What follows belongs to an exercise in optimizing a design on an open flow for a short achievable clock period and few clock cycles per item; a production flow would make more cautious choices. The RTL was checked by simulation tests, not by an equivalence proof against the original design. No driver is modelled on the clock port, so clocking that relies on it looks cheaper here than on a real chip. Power is estimated from default activity; no workload was simulated.

// mem_arbiter_n
module mem_arbiter_n #(
  parameter int NUM_CH  = 4,
  parameter int ADDR_W  = 32,
  parameter int LINE_W  = 256,
  parameter int BURST_W = 64
) (
  input  logic                       clk,
  input  logic                       reset_n,
  input  logic [NUM_CH-1:0]          ch_read_i,
  input  logic [NUM_CH-1:0]          ch_write_i,
  input  logic [NUM_CH*ADDR_W-1:0]   ch_addr_i,
  input  logic [NUM_CH*LINE_W-1:0]   ch_wline_i,
  output logic [LINE_W-1:0]          ch_rline_o,
  output logic [NUM_CH-1:0]          ch_resp_o,
  output logic                       stall_o,
  input  logic                       resp_i,
  input  logic [BURST_W-1:0]         burst_i,
  output logic [BURST_W-1:0]         burst_o,
  output logic [ADDR_W-1:0]          address_o,
  output logic                       read_o,
  output logic                       write_o
);
Size: roughly 610 flip-flops, about 1,600 I/O pins, roughly 28,000 sq um of cells after synthesis.
Settings: LEC_CHECK=0, ABC_CLOCK_PERIOD_IN_PS=2000, CAP_MARGIN=20, CORE_AREA=10 10 570 570, DIE_AREA=0 0 580 580, SETUP_SLACK_MARGIN=2.2, SLEW_MARGIN=20; clock period 4.5 ns.
standard.sh (not shown) runs the stock make flow with config.mk's settings and CLKGATE_MAP_FILE= SYNTH_SCRIPT=/design/flow/synth_recipe.tcl, a recipe that flattens the netlist after the stock synthesis.
==> flow/flow/run.sh <==
#!/bin/bash
# The standard layout (standard synthesis, floorplan, placement, CTS, routing), with the
# resizer allowed to swap a cell for any of its function rather than only same-footprint ones.
# ORFS writes each step's log under orfs/logs; make's own output goes to standard.log.
bash standard.sh MATCH_CELL_FOOTPRINT=0 finish > standard.log 2>&1
Testbench counts at the start, summed over its fixed seeds: cycles 7,152, items 1,536.
Then changed:
==> flow/flow/run.sh (replaced) <==
#!/bin/bash
# The standard layout (standard synthesis, floorplan, placement, CTS, routing), with
#  - the resizer allowed to swap a cell for any cell of the same function, not only
#    same-footprint ones;
#  - the port buffers made as buf_4 rather than the flow's default buffer;
#  - the request pins and stall_o (the one path from inputs straight to an output) kept
#    next to each other on the die edge (flow/pins.tcl, run before pin placement).
# ORFS writes each step's log under orfs/logs; make's own output goes to standard.log.
export PRE_IO_PLACEMENT_TCL=$PWD/flow/pins.tcl
bash standard.sh MATCH_CELL_FOOTPRINT=0 "BUFFER_PORTS_ARGS=-buffer_cell sky130_fd_sc_hd__buf_4" finish > standard.log 2>&1
==> flow/flow/pins.tcl (new file) <==
# Keep the channel request pins and stall_o together, so the stall_o logic sits at the edge.
set_io_pin_constraint -group -order -pin_names {ch_read_i[0] ch_write_i[0] ch_read_i[1] ch_write_i[1] stall_o ch_read_i[2] ch_write_i[2] ch_read_i[3] ch_write_i[3]}
Effect: The new run went through all stages and came out clean. Routed wire length is lower by 5.6%. Cell area shrinks by 8.8%. Area after synthesis does not change. Global-route usage came out lower by 1.4 points. First-iteration DRC count went down by 3.4%.
Then changed:
==> flow/flow/run.sh (replaced) <==
#!/bin/bash
# The standard layout (standard synthesis, floorplan, placement, CTS, routing), with
#  - the resizer allowed to swap a cell for any cell of the same function, not only
#    same-footprint ones;
#  - the port buffers made as buf_4 rather than the flow's default buffer.
# ORFS writes each step's log under orfs/logs; make's own output goes to standard.log.
bash standard.sh MATCH_CELL_FOOTPRINT=0 "BUFFER_PORTS_ARGS=-buffer_cell sky130_fd_sc_hd__buf_4" finish > standard.log 2>&1
removed: flow/flow/pins.tcl
- The new run finished with timing, DRC and antenna clean
- final cell count went down slightly
- routed wire length drops slightly
- setup slack is worse by 37 ps
- design area is lower slightly
- hold slack improves by 36 ps
- maximum frequency came out lower slightly
- non-clock buffer count shrinks by 7
- sequential share of layout area came out higher by 0.11 points
- first-iteration DRC count decreases by a few percent
Then changed:
==> flow/run.sh (new file) <==
#!/bin/bash
# synth_recipe.tcl (not shown) runs the flow's synth.tcl, then flattens the netlist and writes it again
# the make line also repeats each setting of config.mk as NAME=value (left out here)
make -C /OpenROAD-flow-scripts/flow DESIGN_CONFIG=/design/flow/config.mk WORK_HOME=/design/flow/orfs CLKGATE_MAP_FILE= SYNTH_SCRIPT=/design/flow/synth_recipe.tcl finish
--- a/flow/config.mk
+++ b/flow/config.mk
@@ -9,4 +9,4 @@
 export CAP_MARGIN = 20
-export CORE_AREA = 10 10 570 570
-export DIE_AREA = 0 0 580 580
+export CORE_AREA = 10 10 450 450
+export DIE_AREA = 0 0 460 460
 export SETUP_SLACK_MARGIN = 2.2
removed: flow/flow/run.sh
removed: flow/standard.sh
Synthesized area stays the same.
Worst setup slack improved by 8.7 ps.
Sequential share of layout area falls by 0.53 points.
Die area falls by 37%.

mem_arbiter_n, a different RTL version from the one above (not shown whole).
Size in the first run: ~2900 cells after synthesis, about 1600 I/O pins, about 29000 µm² of cells after synthesis.
==> flow/config.mk <==
export PLATFORM = sky130hd
export DESIGN_NAME = mem_arbiter_n
export DESIGN_NICKNAME = mem_arbiter_n
export VERILOG_FILES = /design/flow/design.v
export SDC_FILE = /design/flow/constraint.sdc
export NUM_CORES = 4
export LEC_CHECK = 0
export ABC_CLOCK_PERIOD_IN_PS = 2000
export CAP_MARGIN = 20
export CORE_AREA = 10 10 450 450
export DIE_AREA = 0 0 460 460
export SETUP_SLACK_MARGIN = 2.2
export SLEW_MARGIN = 20
==> flow/constraint.sdc <==
create_clock -name core_clock -period 4.5 [get_ports {clk}]
set_input_delay 0.9000 -clock core_clock [delete_from_list [all_inputs] [get_ports {clk}]]
set_output_delay 0.9000 -clock core_clock [all_outputs]
set_load 0.01 [all_outputs]
==> flow/flow/run.sh <==
#!/bin/bash
# The standard layout (standard synthesis, floorplan, placement, CTS, routing), with
#  - the resizer allowed to swap a cell for any cell of the same function, not only
#    same-footprint ones;
#  - the port buffers made as buf_4 rather than the flow's default buffer;
#  - the delay cells (clkdlybuf4s*, dlygate*, dlymetal*) kept out of placement and routing
#    repairs, which otherwise pick them as fanout and port buffers;
#  - the request pins and stall_o (the one path from inputs straight to an output) kept
#    next to each other on the die edge (flow/pins.tcl, run before pin placement);
#  - a fanout cap for the resizer's repairs (flow/fanout.tcl, run before the first repair).
# Synthesis runs first on its own, unchanged. ORFS writes each step's log under orfs/logs;
# make's own output goes to synth.log and layout.log.
set -e
bash standard.sh synth > synth.log 2>&1
DU=$(make -s -C "$FLOW_HOME" DESIGN_CONFIG=$PWD/config.mk WORK_HOME=$PWD/orfs print-DONT_USE_CELLS | sed -n 's/^DONT_USE_CELLS: //p')
DLY="sky130_fd_sc_hd__clkdlybuf4s15_1 sky130_fd_sc_hd__clkdlybuf4s15_2 sky130_fd_sc_hd__clkdlybuf4s18_1 sky130_fd_sc_hd__clkdlybuf4s18_2 sky130_fd_sc_hd__clkdlybuf4s25_1 sky130_fd_sc_hd__clkdlybuf4s25_2 sky130_fd_sc_hd__clkdlybuf4s50_1 sky130_fd_sc_hd__clkdlybuf4s50_2 sky130_fd_sc_hd__dlygate4sd1_1 sky130_fd_sc_hd__dlygate4sd2_1 sky130_fd_sc_hd__dlygate4sd3_1 sky130_fd_sc_hd__dlymetal6s2s_1 sky130_fd_sc_hd__dlymetal6s4s_1 sky130_fd_sc_hd__dlymetal6s6s_1"
echo "DONT_USE_CELLS=$DU $DLY" > dont_use.log
export PRE_IO_PLACEMENT_TCL=$PWD/flow/pins.tcl
export PRE_RESIZE_TCL=$PWD/flow/fanout.tcl
bash standard.sh MATCH_CELL_FOOTPRINT=0 "BUFFER_PORTS_ARGS=-buffer_cell sky130_fd_sc_hd__buf_4" "DONT_USE_CELLS=$DU $DLY" finish > layout.log 2>&1
==> flow/flow/fanout.tcl <==
# Cap fanout for the resizer's repairs, so wide selects get buffer trees early.
set_max_fanout 12 [current_design]
==> flow/flow/pins.tcl <==
# Keep the channel request pins and stall_o together, so the stall_o logic sits at the edge.
set_io_pin_constraint -group -order -pin_names {ch_read_i[0] ch_write_i[0] ch_read_i[1] ch_write_i[1] stall_o ch_read_i[2] ch_write_i[2] ch_read_i[3] ch_write_i[3]}
Testbench counts at the start, summed over its fixed seeds: cycles 7,152, items 1,536.
Change:
==> flow/flow/run.sh (replaced) <==
#!/bin/bash
# The standard layout (standard synthesis, floorplan, placement, CTS, routing), with
#  - the resizer allowed to swap a cell for any cell of the same function, not only
#    same-footprint ones;
#  - the port buffers made as buf_4 rather than the flow's default buffer;
#  - the request pins and stall_o (the one path from inputs straight to an output) kept
#    next to each other on the die edge (flow/pins.tcl, run before pin placement);
#  - a fanout cap for the resizer's repairs (flow/fanout.tcl, run before the first repair).
# ORFS writes each step's log under orfs/logs; make's own output goes to standard.log.
export PRE_IO_PLACEMENT_TCL=$PWD/flow/pins.tcl
export PRE_RESIZE_TCL=$PWD/flow/fanout.tcl
bash standard.sh MATCH_CELL_FOOTPRINT=0 "BUFFER_PORTS_ARGS=-buffer_cell sky130_fd_sc_hd__buf_4" finish > standard.log 2>&1
--- a/flow/config.mk
+++ b/flow/config.mk
@@ -9,4 +9,4 @@
 export CAP_MARGIN = 20
-export CORE_AREA = 10 10 450 450
-export DIE_AREA = 0 0 460 460
+export CORE_AREA = 10 10 570 570
+export DIE_AREA = 0 0 580 580
 export SETUP_SLACK_MARGIN = 2.2
After rerunning:
- The new run passed the timing, design-rule and antenna checks
- wire length rose by 9.4%
- hold slack degrades by 0.035 ns
- register-to-register slack degrades by 0.02 ns
- flip-flop and latch count is unchanged
- global-route usage went down by 10 points
- non-clock buffer count climbs by 5
- worst setup slack degrades by 0.039 ns
Change:
==> flow/flow/run.sh (replaced) <==
#!/bin/bash
# The standard layout (standard synthesis, floorplan, placement, CTS, routing), with
#  - the resizer allowed to swap a cell for any cell of the same function, not only
#    same-footprint ones;
#  - the port buffers made as buf_4 rather than the flow's default buffer;
#  - the delay cells (clkdlybuf4s*, dlygate*, dlymetal*) kept out of placement and routing
#    repairs, which otherwise pick them as fanout and port buffers;
#  - the request pins and stall_o (the one path from inputs straight to an output) kept
#    next to each other on the die edge (flow/pins.tcl, run before pin placement);
#  - a fanout cap for the resizer's repairs (flow/fanout.tcl, run before the first repair);
#  - a second, longer setup repair after clock tree synthesis (flow/post_cts.tcl).
# Synthesis runs first on its own, unchanged. ORFS writes each step's log under orfs/logs;
# make's own output goes to synth.log and layout.log.
set -e
bash standard.sh synth > synth.log 2>&1
DU=$(make -s -C "$FLOW_HOME" DESIGN_CONFIG=$PWD/config.mk WORK_HOME=$PWD/orfs print-DONT_USE_CELLS | sed -n 's/^DONT_USE_CELLS: //p')
DLY="sky130_fd_sc_hd__clkdlybuf4s15_1 sky130_fd_sc_hd__clkdlybuf4s15_2 sky130_fd_sc_hd__clkdlybuf4s18_1 sky130_fd_sc_hd__clkdlybuf4s18_2 sky130_fd_sc_hd__clkdlybuf4s25_1 sky130_fd_sc_hd__clkdlybuf4s25_2 sky130_fd_sc_hd__clkdlybuf4s50_1 sky130_fd_sc_hd__clkdlybuf4s50_2 sky130_fd_sc_hd__dlygate4sd1_1 sky130_fd_sc_hd__dlygate4sd2_1 sky130_fd_sc_hd__dlygate4sd3_1 sky130_fd_sc_hd__dlymetal6s2s_1 sky130_fd_sc_hd__dlymetal6s4s_1 sky130_fd_sc_hd__dlymetal6s6s_1"
echo "DONT_USE_CELLS=$DU $DLY" > dont_use.log
export PRE_IO_PLACEMENT_TCL=$PWD/flow/pins.tcl
export PRE_RESIZE_TCL=$PWD/flow/fanout.tcl
export POST_CTS_TCL=$PWD/flow/post_cts.tcl
bash standard.sh MATCH_CELL_FOOTPRINT=0 "BUFFER_PORTS_ARGS=-buffer_cell sky130_fd_sc_hd__buf_4" "DONT_USE_CELLS=$DU $DLY" finish > layout.log 2>&1
==> flow/flow/post_cts.tcl (new file) <==
# A second, longer setup repair after clock tree synthesis, then legalise again.
set_dont_use $::env(DONT_USE_CELLS)
estimate_parasitics -placement
repair_timing -setup -setup_margin 2.4 -repair_tns 100 -max_passes 10000 -verbose
detailed_placement
check_placement -verbose
--- a/flow/config.mk
+++ b/flow/config.mk
@@ -9,4 +9,4 @@
 export CAP_MARGIN = 20
-export CORE_AREA = 10 10 570 570
-export DIE_AREA = 0 0 580 580
+export CORE_AREA = 10 10 450 450
+export DIE_AREA = 0 0 460 460
 export SETUP_SLACK_MARGIN = 2.2
After rerunning: The new run ran to the end with no violations; area after synthesis stays the same; clock-buffer cell count went down by 10; fmax grows by a few percent; sequential power came out higher by a few percent; total power is higher slightly.
Change:
--- a/flow/flow/run.sh
+++ b/flow/flow/run.sh
@@ -9,4 +9,3 @@
 #    next to each other on the die edge (flow/pins.tcl, run before pin placement);
-#  - a fanout cap for the resizer's repairs (flow/fanout.tcl, run before the first repair);
-#  - a second, longer setup repair after clock tree synthesis (flow/post_cts.tcl).
+#  - a fanout cap for the resizer's repairs (flow/fanout.tcl, run before the first repair).
 # Synthesis runs first on its own, unchanged. ORFS writes each step's log under orfs/logs;
@@ -20,3 +19,2 @@
 export PRE_RESIZE_TCL=$PWD/flow/fanout.tcl
-export POST_CTS_TCL=$PWD/flow/post_cts.tcl
 bash standard.sh MATCH_CELL_FOOTPRINT=0 "BUFFER_PORTS_ARGS=-buffer_cell sky130_fd_sc_hd__buf_4" "DONT_USE_CELLS=$DU $DLY" finish > layout.log 2>&1
--- a/flow/config.mk
+++ b/flow/config.mk
@@ -9,4 +9,6 @@
 export CAP_MARGIN = 20
-export CORE_AREA = 10 10 450 450
-export DIE_AREA = 0 0 460 460
+export CORE_AREA = 10 10 570 570
+export CTS_CLUSTER_DIAMETER = 120
+export CTS_CLUSTER_SIZE = 24
+export DIE_AREA = 0 0 580 580
 export SETUP_SLACK_MARGIN = 2.2
removed: flow/flow/post_cts.tcl
=> Worst setup slack gets worse by 0.067 ns. Die area goes up by 59%. Design area fell by 3.7%. Core utilization came out lower by 11 points. Area after synthesis is unchanged. Final cell count rises by 20%. Total power goes down by 8.0%. Hold slack is worse by 0.098 ns. Combinational power goes down by about 4%. Global-route usage fell by 11 points.
Change:
--- a/flow/flow/run.sh
+++ b/flow/flow/run.sh
@@ -9,3 +9,4 @@
 #    next to each other on the die edge (flow/pins.tcl, run before pin placement);
-#  - a fanout cap for the resizer's repairs (flow/fanout.tcl, run before the first repair).
+#  - a fanout cap for the resizer's repairs (flow/fanout.tcl, run before the first repair);
+#  - a second, longer setup repair after clock tree synthesis (flow/post_cts.tcl).
 # Synthesis runs first on its own, unchanged. ORFS writes each step's log under orfs/logs;
@@ -19,2 +20,3 @@
 export PRE_RESIZE_TCL=$PWD/flow/fanout.tcl
+export POST_CTS_TCL=$PWD/flow/post_cts.tcl
 bash standard.sh MATCH_CELL_FOOTPRINT=0 "BUFFER_PORTS_ARGS=-buffer_cell sky130_fd_sc_hd__buf_4" "DONT_USE_CELLS=$DU $DLY" finish > layout.log 2>&1
==> flow/flow/post_cts.tcl (new file) <==
# A second, longer setup repair after clock tree synthesis, then legalise again.
set_dont_use $::env(DONT_USE_CELLS)
estimate_parasitics -placement
repair_timing -setup -setup_margin 2.4 -repair_tns 100 -max_passes 10000 -verbose
detailed_placement
check_placement -verbose
--- a/flow/config.mk
+++ b/flow/config.mk
@@ -9,6 +9,4 @@
 export CAP_MARGIN = 20
-export CORE_AREA = 10 10 570 570
-export CTS_CLUSTER_DIAMETER = 120
-export CTS_CLUSTER_SIZE = 24
-export DIE_AREA = 0 0 580 580
+export CORE_AREA = 10 10 500 500
+export DIE_AREA = 0 0 510 510
 export SETUP_SLACK_MARGIN = 2.2
The changed run finished with timing, DRC and antenna clean.
Synthesized area stays the same.
First-iteration DRC count goes down by 1.8%.
Final area goes up by about 4.6%.
Global-route usage goes up by 4.8 points.
Wire length goes down by about 7%.
Combinational power goes up by about 5%.
Change:
==> flow/flow/run.sh (replaced) <==
#!/bin/bash
# The standard layout (standard synthesis, floorplan, placement, CTS, routing), with
#  - the resizer allowed to swap a cell for any cell of the same function, not only
#    same-footprint ones;
#  - the port buffers made as buf_4 rather than the flow's default buffer;
#  - the request pins and stall_o (the one path from inputs straight to an output) kept
#    next to each other on the die edge (flow/pins.tcl, run before pin placement);
#  - a fanout cap for the resizer's repairs (flow/fanout.tcl, run before the first repair).
# ORFS writes each step's log under orfs/logs; make's own output goes to standard.log.
export PRE_IO_PLACEMENT_TCL=$PWD/flow/pins.tcl
export PRE_RESIZE_TCL=$PWD/flow/fanout.tcl
bash standard.sh MATCH_CELL_FOOTPRINT=0 "BUFFER_PORTS_ARGS=-buffer_cell sky130_fd_sc_hd__buf_4" finish > standard.log 2>&1
--- a/flow/config.mk
+++ b/flow/config.mk
@@ -9,4 +9,6 @@
 export CAP_MARGIN = 20
-export CORE_AREA = 10 10 500 500
-export DIE_AREA = 0 0 510 510
+export CORE_AREA = 10 10 570 570
+export CTS_CLUSTER_DIAMETER = 120
+export CTS_CLUSTER_SIZE = 24
+export DIE_AREA = 0 0 580 580
 export SETUP_SLACK_MARGIN = 2.2
removed: flow/flow/post_cts.tcl
The changed run completed with no timing, DRC or antenna violations.
Via count is lower by 1.1%.
Maximum frequency is lower by 3.9%.
Worst setup slack gets worse by 0.095 ns.

[static timing again, ports no longer ideal]
Ports are ideal in the flow. The routed layouts listed here were re-timed in OpenROAD. Step 1 assumes that a clkbuf_16 drives the clock port and a buf_2 every other input. Step 2 times the ports against the registers' clock, not the clock port: input delays grow and output delays shrink by t, the midpoint of the rising clock arrivals with the driver on. Slacks: no drivers / after step 1 / after step 2; pairs: no drivers / after step 1.
| run | t (ns) | setup WS [ns] | worst setup path at the end | worst slew at a driven data input, ns |
|---|---|---|---|---|
| the first run of note 1 | 0.859 | 1.997 / 1.908 / 1.354 | input to register | 0.56 |
| the second run of note 1 | 0.859 | 2.097 / 2.030 / 1.466 | input to register | 0.56 |
| the third run of note 1 | 0.849 | 2.060 / 1.978 / 1.537 | input to register | 0.55 |
| the fourth run of note 1 | 0.794 | 2.069 / 2.046 / 1.464 | input to register | 0.45 |
| the first run of note 2 | 0.784 | 2.101 / 2.073 / 1.434 | input to register | 0.41 |
| the second run of note 2 | 0.879 | 2.062 / 2.009 / 1.295 | input to register | 0.56 |
| the third run of note 2 | 0.785 | 2.138 / 2.079 / 1.381 | input to register | 0.44 |
| the fourth run of note 2 | 0.838 | 2.071 / 1.988 / 1.358 | input to register | 0.47 |
| the fifth run of note 2 | 0.805 | 2.194 / 2.143 / 1.476 | input to register | 0.38 |
| the sixth run of note 2 | 0.815 | 2.099 / 2.049 / 1.304 | input to register | 0.64 |
After both steps every run listed still meets setup and hold. For the sixth run of note 2, which loses most, drivers alone change the setup slack by -0.050 ns; drivers and shift together by -0.795 ns.
